This design comes from an exercise in tuning for small area, a short achievable clock period and few clock cycles per item on the open sky130 flow, not from production work.
The RTL was checked by simulation tests, not by an equivalence proof against the original design.

### design/flow/config.mk
export PLATFORM = sky130hd
export DESIGN_NAME = rs_bm_decoder
export DESIGN_NICKNAME = rs_bm_decoder
export VERILOG_FILES = /design/flow/design.v
export SDC_FILE = /design/flow/constraint.sdc
export NUM_CORES = 4
export LEC_CHECK = 0
export CAP_MARGIN = 20
export CORE_MARGIN = 2
export CORE_UTILIZATION = 40
export SLEW_MARGIN = 20
### design/flow/constraint.sdc
create_clock -name core_clock -period 19.0 [get_ports {i_clock}]
set_input_delay 3.8000 -clock core_clock [delete_from_list [all_inputs] [get_ports {i_clock}]]
set_output_delay 3.8000 -clock core_clock [all_outputs]
set_load 0.01 [all_outputs]
### design/flow/design.v
`default_nettype none
package gf256_pkg;
    localparam int GF_WIDTH = 8;
    localparam logic [GF_WIDTH:0] GF_POLY = 9'h11D;   
    typedef logic [GF_WIDTH-1:0] gf_t;
    function automatic gf_t gf_mul(gf_t a, gf_t b);
        logic [2*GF_WIDTH-2:0] prod;
        prod = '0;
        for (int mi = 0; mi < GF_WIDTH; mi++)
        begin
            prod = prod ^ ({(2*GF_WIDTH-1){b[mi]}} & ({{(GF_WIDTH-1){1'b0}}, a} << mi));
        end
        for (int ri = 2*GF_WIDTH-2; ri >= GF_WIDTH; ri--)
        begin
            prod = prod ^ ({(2*GF_WIDTH-1){prod[ri]}} & ({{(GF_WIDTH-2){1'b0}}, GF_POLY} << (ri - GF_WIDTH)));
        end
        gf_mul = prod[GF_WIDTH-1:0];
    endfunction
    function automatic gf_t gf_inv(gf_t x);
        gf_t x2;
        gf_t x3;
        gf_t x4;
        gf_t x7;
        gf_t x8;
        gf_t x15;
        gf_t x30;
        gf_t x60;
        gf_t x120;
        gf_t x127;
        x2   = gf_mul(x, x);
        x3   = gf_mul(x, x2);
        x4   = gf_mul(x2, x2);
        x7   = gf_mul(x3, x4);
        x8   = gf_mul(x4, x4);
        x15  = gf_mul(x7, x8);
        x30  = gf_mul(x15, x15);
        x60  = gf_mul(x30, x30);
        x120 = gf_mul(x60, x60);
        x127 = gf_mul(x7, x120);
        gf_inv = gf_mul(x127, x127);
    endfunction
endpackage
`default_nettype wire
`default_nettype none
package rs_bm_pkg;
    localparam int NUM_SYND = 6;   
    localparam int T_CORR   = 3;
    localparam int DEG_W    = 3;
    typedef logic [NUM_SYND-1:0][7:0] synd_vec_t;
    typedef struct packed {
        logic [T_CORR:0][7:0]  sigma;   
        logic [DEG_W-1:0]          degree;   
        logic                      uncorrectable;
    } locator_t;
endpackage
`default_nettype wire
`timescale 1ns/100ps
`default_nettype none
module syndrome_loader (
    input  wire                       i_clock,
    input  wire                       i_arst_n,
    input  wire                       i_start,
    input  wire rs_bm_pkg::synd_vec_t i_synd,
    input  wire                       i_busy,
    output rs_bm_pkg::synd_vec_t      o_synd,
    output logic                      o_accept,
    output logic                      o_launch
);
    logic accept;
    assign o_accept = accept;
    assign accept = i_start && !i_busy && !o_launch;
    always_ff @(posedge i_clock or negedge i_arst_n)
    begin
        if (!i_arst_n)
        begin
            o_launch <= 1'b0;
        end
        else
        begin
            o_launch <= accept;   
        end
    end
    always_ff @(posedge i_clock)
    begin
        if (accept)
        begin
            o_synd <= i_synd;   
        end
    end
endmodule
`default_nettype wire
`timescale 1ns/100ps
`default_nettype none
module bm_iteration_engine (
    input  wire                       i_clock,
    input  wire                       i_arst_n,
    input  wire                       i_launch,
    input  wire rs_bm_pkg::synd_vec_t i_synd,
    output logic                      o_busy,
    output logic                      o_done,
    output rs_bm_pkg::locator_t       o_result
);
    localparam int STEP_W  = $clog2(rs_bm_pkg::NUM_SYND);
    localparam int SHIFT_W = $clog2(rs_bm_pkg::NUM_SYND + 2);
    localparam int POLY_W  = 8 * (rs_bm_pkg::NUM_SYND + 1);
    logic [POLY_W-1:0]           conn_q;        
    logic [POLY_W-1:0]           prev_q;        
    logic [7:0]                  disc_prev_q;   
    logic [rs_bm_pkg::DEG_W-1:0] len_q;         
    logic [SHIFT_W-1:0]          shift_q;       
    logic [STEP_W-1:0]           step_q;
    logic [7:0]                  disc;
    logic [7:0]                  scale;
    logic [7:0]                  disc_prev_inv;
    logic [POLY_W-1:0]           conn_next;
    logic                        len_update;
    logic [rs_bm_pkg::DEG_W-1:0] len_next;
    logic [8*rs_bm_pkg::NUM_SYND-1:0] synd_flat;
    logic [8*rs_bm_pkg::NUM_SYND-1:0] synd_tap;    
    logic [8*rs_bm_pkg::NUM_SYND-1:0] disc_term;   
    logic [POLY_W-1:0]                prev_shift;  
    logic [POLY_W-1:0]                upd_term;    
    assign synd_flat = i_synd;
    always_comb
    begin
        synd_tap = '0;
        for (int i = 0; i < rs_bm_pkg::NUM_SYND; i++)
        begin
            for (int j = 0; j < rs_bm_pkg::NUM_SYND; j++)
            begin
                if (i + j < rs_bm_pkg::NUM_SYND && step_q == STEP_W'(i + j))
                begin
                    synd_tap[8*i +: 8] = synd_flat[8*j +: 8];
                end
            end
        end
        prev_shift = '0;
        for (int k = 0; k <= rs_bm_pkg::NUM_SYND; k++)
        begin
            for (int j = 0; j <= rs_bm_pkg::NUM_SYND; j++)
            begin
                if (k >= j && shift_q == SHIFT_W'(k - j))
                begin
                    prev_shift[8*k +: 8] = prev_q[8*j +: 8];
                end
            end
        end
    end
    for (genvar i = 0; i < rs_bm_pkg::NUM_SYND; i++)
    begin : g_disc
        assign disc_term[8*i +: 8] = gf256_pkg::gf_mul(conn_q[8*i +: 8], synd_tap[8*i +: 8]);
    end
    assign disc_prev_inv = gf256_pkg::gf_inv(disc_prev_q);
    assign scale         = gf256_pkg::gf_mul(disc, disc_prev_inv);
    assign upd_term[7:0] = 8'h00;
    for (genvar k = 1; k <= rs_bm_pkg::NUM_SYND; k++)
    begin : g_upd
        assign upd_term[8*k +: 8] = gf256_pkg::gf_mul(scale, prev_shift[8*k +: 8]);
    end
    always_comb
    begin
        disc = '0;
        for (int i = 0; i < rs_bm_pkg::NUM_SYND; i++)
        begin
            disc = disc ^ disc_term[8*i +: 8];
        end
        conn_next = conn_q ^ upd_term;
        len_update = (disc != '0) && ({1'b0, len_q, 1'b0} <= {2'b0, step_q});
        len_next   = rs_bm_pkg::DEG_W'(step_q) + rs_bm_pkg::DEG_W'(1) - len_q;
    end
    always_ff @(posedge i_clock or negedge i_arst_n)
    begin
        if (!i_arst_n)
        begin
            o_busy  <= 1'b0;
            o_done  <= 1'b0;
            step_q  <= '0;
            len_q   <= '0;
            shift_q <= '0;
        end
        else
        begin
            o_done <= 1'b0;
            if (i_launch)
            begin
                o_busy  <= 1'b1;
                step_q  <= '0;
                len_q   <= '0;
                shift_q <= SHIFT_W'(1);
            end
            else if (o_busy)
            begin
                step_q <= step_q + STEP_W'(1);
                if (len_update)
                begin
                    len_q   <= len_next;
                    shift_q <= SHIFT_W'(1);
                end
                else
                begin
                    shift_q <= shift_q + SHIFT_W'(1);
                end
                if (step_q == STEP_W'(rs_bm_pkg::NUM_SYND - 1))
                begin
                    o_busy <= 1'b0;
                    o_done <= 1'b1;   
                end
            end
        end
    end
    always_ff @(posedge i_clock)
    begin
        if (i_launch)
        begin
            conn_q      <= POLY_W'(1);
            prev_q      <= POLY_W'(1);
            disc_prev_q <= 8'h01;
        end
        else if (o_busy)
        begin
            conn_q <= conn_next;
            if (len_update)
            begin
                prev_q      <= conn_q;   
                disc_prev_q <= disc;
            end
        end
    end
    assign o_result = {conn_q[8*(rs_bm_pkg::T_CORR+1)-1:0], len_q,
                       (len_q > rs_bm_pkg::DEG_W'(rs_bm_pkg::T_CORR))};
endmodule
`default_nettype wire
`timescale 1ns/100ps
`default_nettype none
module locator_output (
    input  wire                      i_clock,
    input  wire                      i_arst_n,
    input  wire                      i_done,
    input  wire                      i_accept,
    input  wire rs_bm_pkg::locator_t i_result,
    output rs_bm_pkg::locator_t      o_locator,
    output logic                     o_ready
);
    always_ff @(posedge i_clock or negedge i_arst_n)
    begin
        if (!i_arst_n)
        begin
            o_locator <= '0;
        end
        else if (i_done)
        begin
            o_locator <= i_result;   
        end
    end
    always_ff @(posedge i_clock or negedge i_arst_n)
    begin
        if (!i_arst_n)
        begin
            o_ready <= 1'b0;
        end
        else if (i_accept)
        begin
            o_ready <= 1'b0;   
        end
        else if (i_done)
        begin
            o_ready <= 1'b1;
        end
    end
endmodule
`default_nettype wire
`timescale 1ns/100ps
`default_nettype none
module rs_bm_decoder (
    input  wire                       i_clock,
    input  wire                       i_arst_n,
    input  wire                       i_start,
    input  wire [47:0]                i_synd,
    output logic [35:0]               o_locator,
    output logic                      o_ready
);
    logic                 w_launch;
    logic                 w_accept;
    logic                 w_busy;
    logic                 w_done;
    rs_bm_pkg::synd_vec_t w_synd;
    rs_bm_pkg::locator_t  w_result;
    syndrome_loader u_syndrome_loader (
        .i_clock  (i_clock),
        .i_arst_n (i_arst_n),
        .i_start  (i_start),
        .i_synd   (i_synd),
        .i_busy   (w_busy),
        .o_synd   (w_synd),
        .o_accept (w_accept),
        .o_launch (w_launch)
    );
    bm_iteration_engine u_bm_iteration_engine (
        .i_clock  (i_clock),
        .i_arst_n (i_arst_n),
        .i_launch (w_launch),
        .i_synd   (w_synd),
        .o_busy   (w_busy),
        .o_done   (w_done),
        .o_result (w_result)
    );
    locator_output u_locator_output (
        .i_clock   (i_clock),
        .i_arst_n  (i_arst_n),
        .i_done    (w_done),
        .i_accept  (w_accept),
        .i_result  (w_result),
        .o_locator (o_locator),
        .o_ready   (o_ready)
    );
endmodule
`default_nettype wire
### design/flow/run.sh
#!/bin/bash
# synth_recipe.tcl (not shown) runs the flow's synth.tcl, then flattens the netlist and writes it again
# the make line also repeats each setting of config.mk as NAME=value (left out here)
make -C /OpenROAD-flow-scripts/flow DESIGN_CONFIG=/design/flow/config.mk WORK_HOME=/design/flow/orfs CLKGATE_MAP_FILE= SYNTH_SCRIPT=/design/flow/synth_recipe.tcl finish
==> impl_metrics.tcl <==
set metrics [dict create \
    status "timing/DRC/antenna clean" \
    clock.fmax_mhz 57.9 \
    yosys_most_used_dff "dfxtp_1" \
    synth_common_cells "nand2_1, xnor2_1, nor2_1, xor2_1, clkbuf_1" \
    cp_slowest_cell "dfxtp_1" \
    ys.warnings.count 3 \
    htree_levels 4 \
    ys_types 95 \
    yosysTopAreaCellShare 0.207 \
    cts_made_buffers 17 \
    grt_pass1_vias 21400 \
    antenna_found_initial 0 \
    syn_inst 3405 \
    hold_path_class "flop to flop" \
    yosys.area.top_type "xnor2_1" \
    wl_met1_um 36100 \
    path_class "flop to flop" \
    netlist_area_sq_mm 0.0271 \
    rows 95 \
    cp.required_ns 19.39 \
    fin_crit_sh 0.908 \
    drt_pre_antenna_iters 6 \
    hold_viol_final 0 \
    fp.coreArea_sq_mm 0.0672 \
    drtIter0Drc 2018 \
    synthTopCellsByArea "xnor2_1, nand2_1, xnor3_1" \
    worst_pin_slew_ns 1.12 \
    routed.top_layer "met4" \
    wl_met2_um 38900 \
    io_buffers 80 \
    num_vias 23000 \
    rsz0062_at_grt "false" \
    final_net_count 3437 \
    crit_fanout 29 \
    clockBufferDepth 2 \
    path_common_cell "xnor3_1" \
    max-slew-margin-rel 0.254 \
    period_needed_ns 17.26 \
    grt_use_total 0.232 \
    clock_skew_ns 0.0136 \
    via_per_inst 5.40 \
    cts_hold_buffers 0 \
    cp.arrival_ns 17.65 \
    fp.dieH_um 264 \
    avgSynthCellArea_sq_um 7.96 \
    yosys.cell_count.top_type "nand2_1" \
    cts_tree "built" \
    start_util 0.403 \
    drtAntennaViolNets 0 \
    cts.sinks 178 \
    fp.dieW_um 264 \
    fin_setup_tns_ns 0 \
    post-place-cells 4216 \
    wl_per_cell_um 19.4 \
    ys_async_sr_fraction 0.236 \
    insertion_delay_ns 0.47 \
    cap_violations 0 \
    dieArea_sq_mm 0.0698 \
    drc_errors 0 \
    slowest_delay_ns 0.92 \
    cts-root-buf "clkbuf_16" \
    num_antenna_cells 0 \
    setup_violations 0 \
    route.met3.wl_um 5410 \
    yosysSeqAreaShare 0.157 \
    ys_seq_elements 178 \
    slew_viol_final 0 \
    stdcell_count 4248 \
    grt_max_degree 65 \
    post_cts_buffers 0 \
    post_cts_resized 0 \
    syn_to_final_growth_pct 8.14 \
    dp_hpwl_um 60900 \
    layout-drive-gt1-share 0.0744 \
    wl_um 82500 \
    end_kind "flop" \
    overflow 0 \
    grt_pass1_wl_um 128000 \
    place_congestion 0.917 \
    synth_edf_count 48 \
    cp-start-kind "flop" \
    ios 88 \
    clk_pin_slew_worst_paths_ns 0.07 \
]
==> layer usage <==
| layer | up-vias | global-route usage |
|---|---|---|
| li1 | 11200 | - |
| met1 | 10900 | 0.313 |
| met2 | 824 | 0.389 |
| met3 | 123 | 0.0324 |
| met4 | 0 | 0.0648 |
| met5 | - | 0 |
==> cell usage in the layout, fill, tap and decap left out, types with 8 or more instances in the layout <==
master             n
edfxtp_1          48
a31oi_1           16
nand3b_1           8
mux2_2            42
o21ai_1           27
nand2b_1          17
xnor2_2           29
o22ai_1           34
and2_1            14
ha_1              23
xnor3_1          125
nor3_1            44
a21oi_1          116
nor3b_1           12
xor2_2             9
conb_1             8
a211oi_1          11
nand2_1          768
o21ai_0          104
a21o_1            15
nand3_1           32
o211ai_1          21
a22oi_1           34
buf_4             86
mux2i_1           77
dfxtp_1           88
nor2_1           340
xor2_1           171
xnor2_1          637
dfrtp_1           41
inv_1             36
nor2b_1           15
a221oi_1          12
xnor3_2           18
clkbuf_16         20
or3_1             22
clkdlybuf4s50_1   79
xor3_1            22
a22o_1            19
==> layout make-up <==
cell class | count | area, sq um
Clock inverter | 9 | 98.8
Sequential cell | 178 | 4260
Tap cell | 873 | 1090
Fill cell | 6718 | 37900
Timing Repair Buffer | 165 | 1440
Inverter | 44 | 165
Clock buffer | 23 | 533
Multi-Input combinational cell | 2956 | 21700
==> state kept, by name, summed over array words and instances, names as in the netlist, 3 cells and up <==
signal / flops
u_bm_iteration_engine.step_q: 3
u_locator_output.o_locator: 29
u_syndrome_loader.o_synd: 48
u_bm_iteration_engine.conn_q: 40
u_bm_iteration_engine.shift_q: 3
u_bm_iteration_engine.disc_prev_q: 8
u_bm_iteration_engine.prev_q: 40
u_bm_iteration_engine.len_q: 3
==> worst paths after layout <==
| path | from | end | slack (ns) | depth (start not counted) |
|---|---|---|---|---|
| max | u_bm_iteration_engine.disc_prev_q[7] | u_bm_iteration_engine.conn_q[28] | 1.74 | 46 |
| min reg2reg | u_locator_output.o_locator[4] | u_locator_output.o_locator[4] | 0.48 | 1 |
| max in group asynchronous | i_arst_n | u_syndrome_loader.o_launch | 15.23 | 1 |
| min | u_locator_output.o_locator[4] | u_locator_output.o_locator[4] | 0.48 | 1 |
| min in group asynchronous | i_arst_n | u_locator_output.o_locator[4] | 3.33 | 1 |
| max reg2reg | u_bm_iteration_engine.disc_prev_q[7] | u_bm_iteration_engine.conn_q[28] | 1.74 | 46 |
==> stage by stage <==
stage	setup WS, ns	utilization	area, sq um	hold slack, ns
finish	1.74	0.436	29300	0.477
global placement	2.13	0.427	28700	0.451
floorplan	4.63	-	27100	0.425
global route	0.691	0.436	29300	0.506
CTS	1.83	0.436	29300	0.476
detailed placement	1.86	0.427	28700	0.449
==> kinds of logic after synthesis <==
logic type / share of synthesized area
adders and majority gates: 0.0114
xor gates and xnor gates: 0.429
buffers and inverters: 0.0451
DFF: 0.157
and+or+nand+nor: 0.199
other: 0.000277
AOI/OAI and AO/OA: 0.111
muxes: 0.0468
==> critical path, delay by kind of cell, from the launching register on <==
family | cells | cell delay (ns)
adders and majority gates | 2 | 0.88
xor gates and xnor gates | 30 | 12.42
AOI/OAI and AO/OA | 5 | 0.84
and+or+nand+nor | 4 | 0.68
DFF | 1 | 0.92
buffers and inverters | 4 | 0.98
muxes | 1 | 0.41
Testbench counts, summed over its fixed seeds: cycles 14,408, decodes 1,600.

re-timing with driven ports:
In the flow no input, the clock included, has a driving cell. The finished layout below was timed again as built, in two steps. Step 1: set_driving_cell puts a clkbuf_16 on i_clock and a buf_2 on each other input, an assumption about the parent block. Step 2 also shifts input and output timing later by t, the mid clock arrival at the registers, as if the neighbouring blocks saw the same clock. a / b / c = ideal ports / drivers / drivers and shift; a / b = the first two.
t (ns): 0.516
slack for setup (ns): 1.741 / 1.741 / 1.741
hold WS [ns]: 0.477 / 0.477 / 0.477
clock arrival spread, ns: 0.013 / 0.014
After both steps setup and hold are still met in this run. For this run, drivers alone change the setup slack by 0.000 ns; drivers and shift together by 0.000 ns.
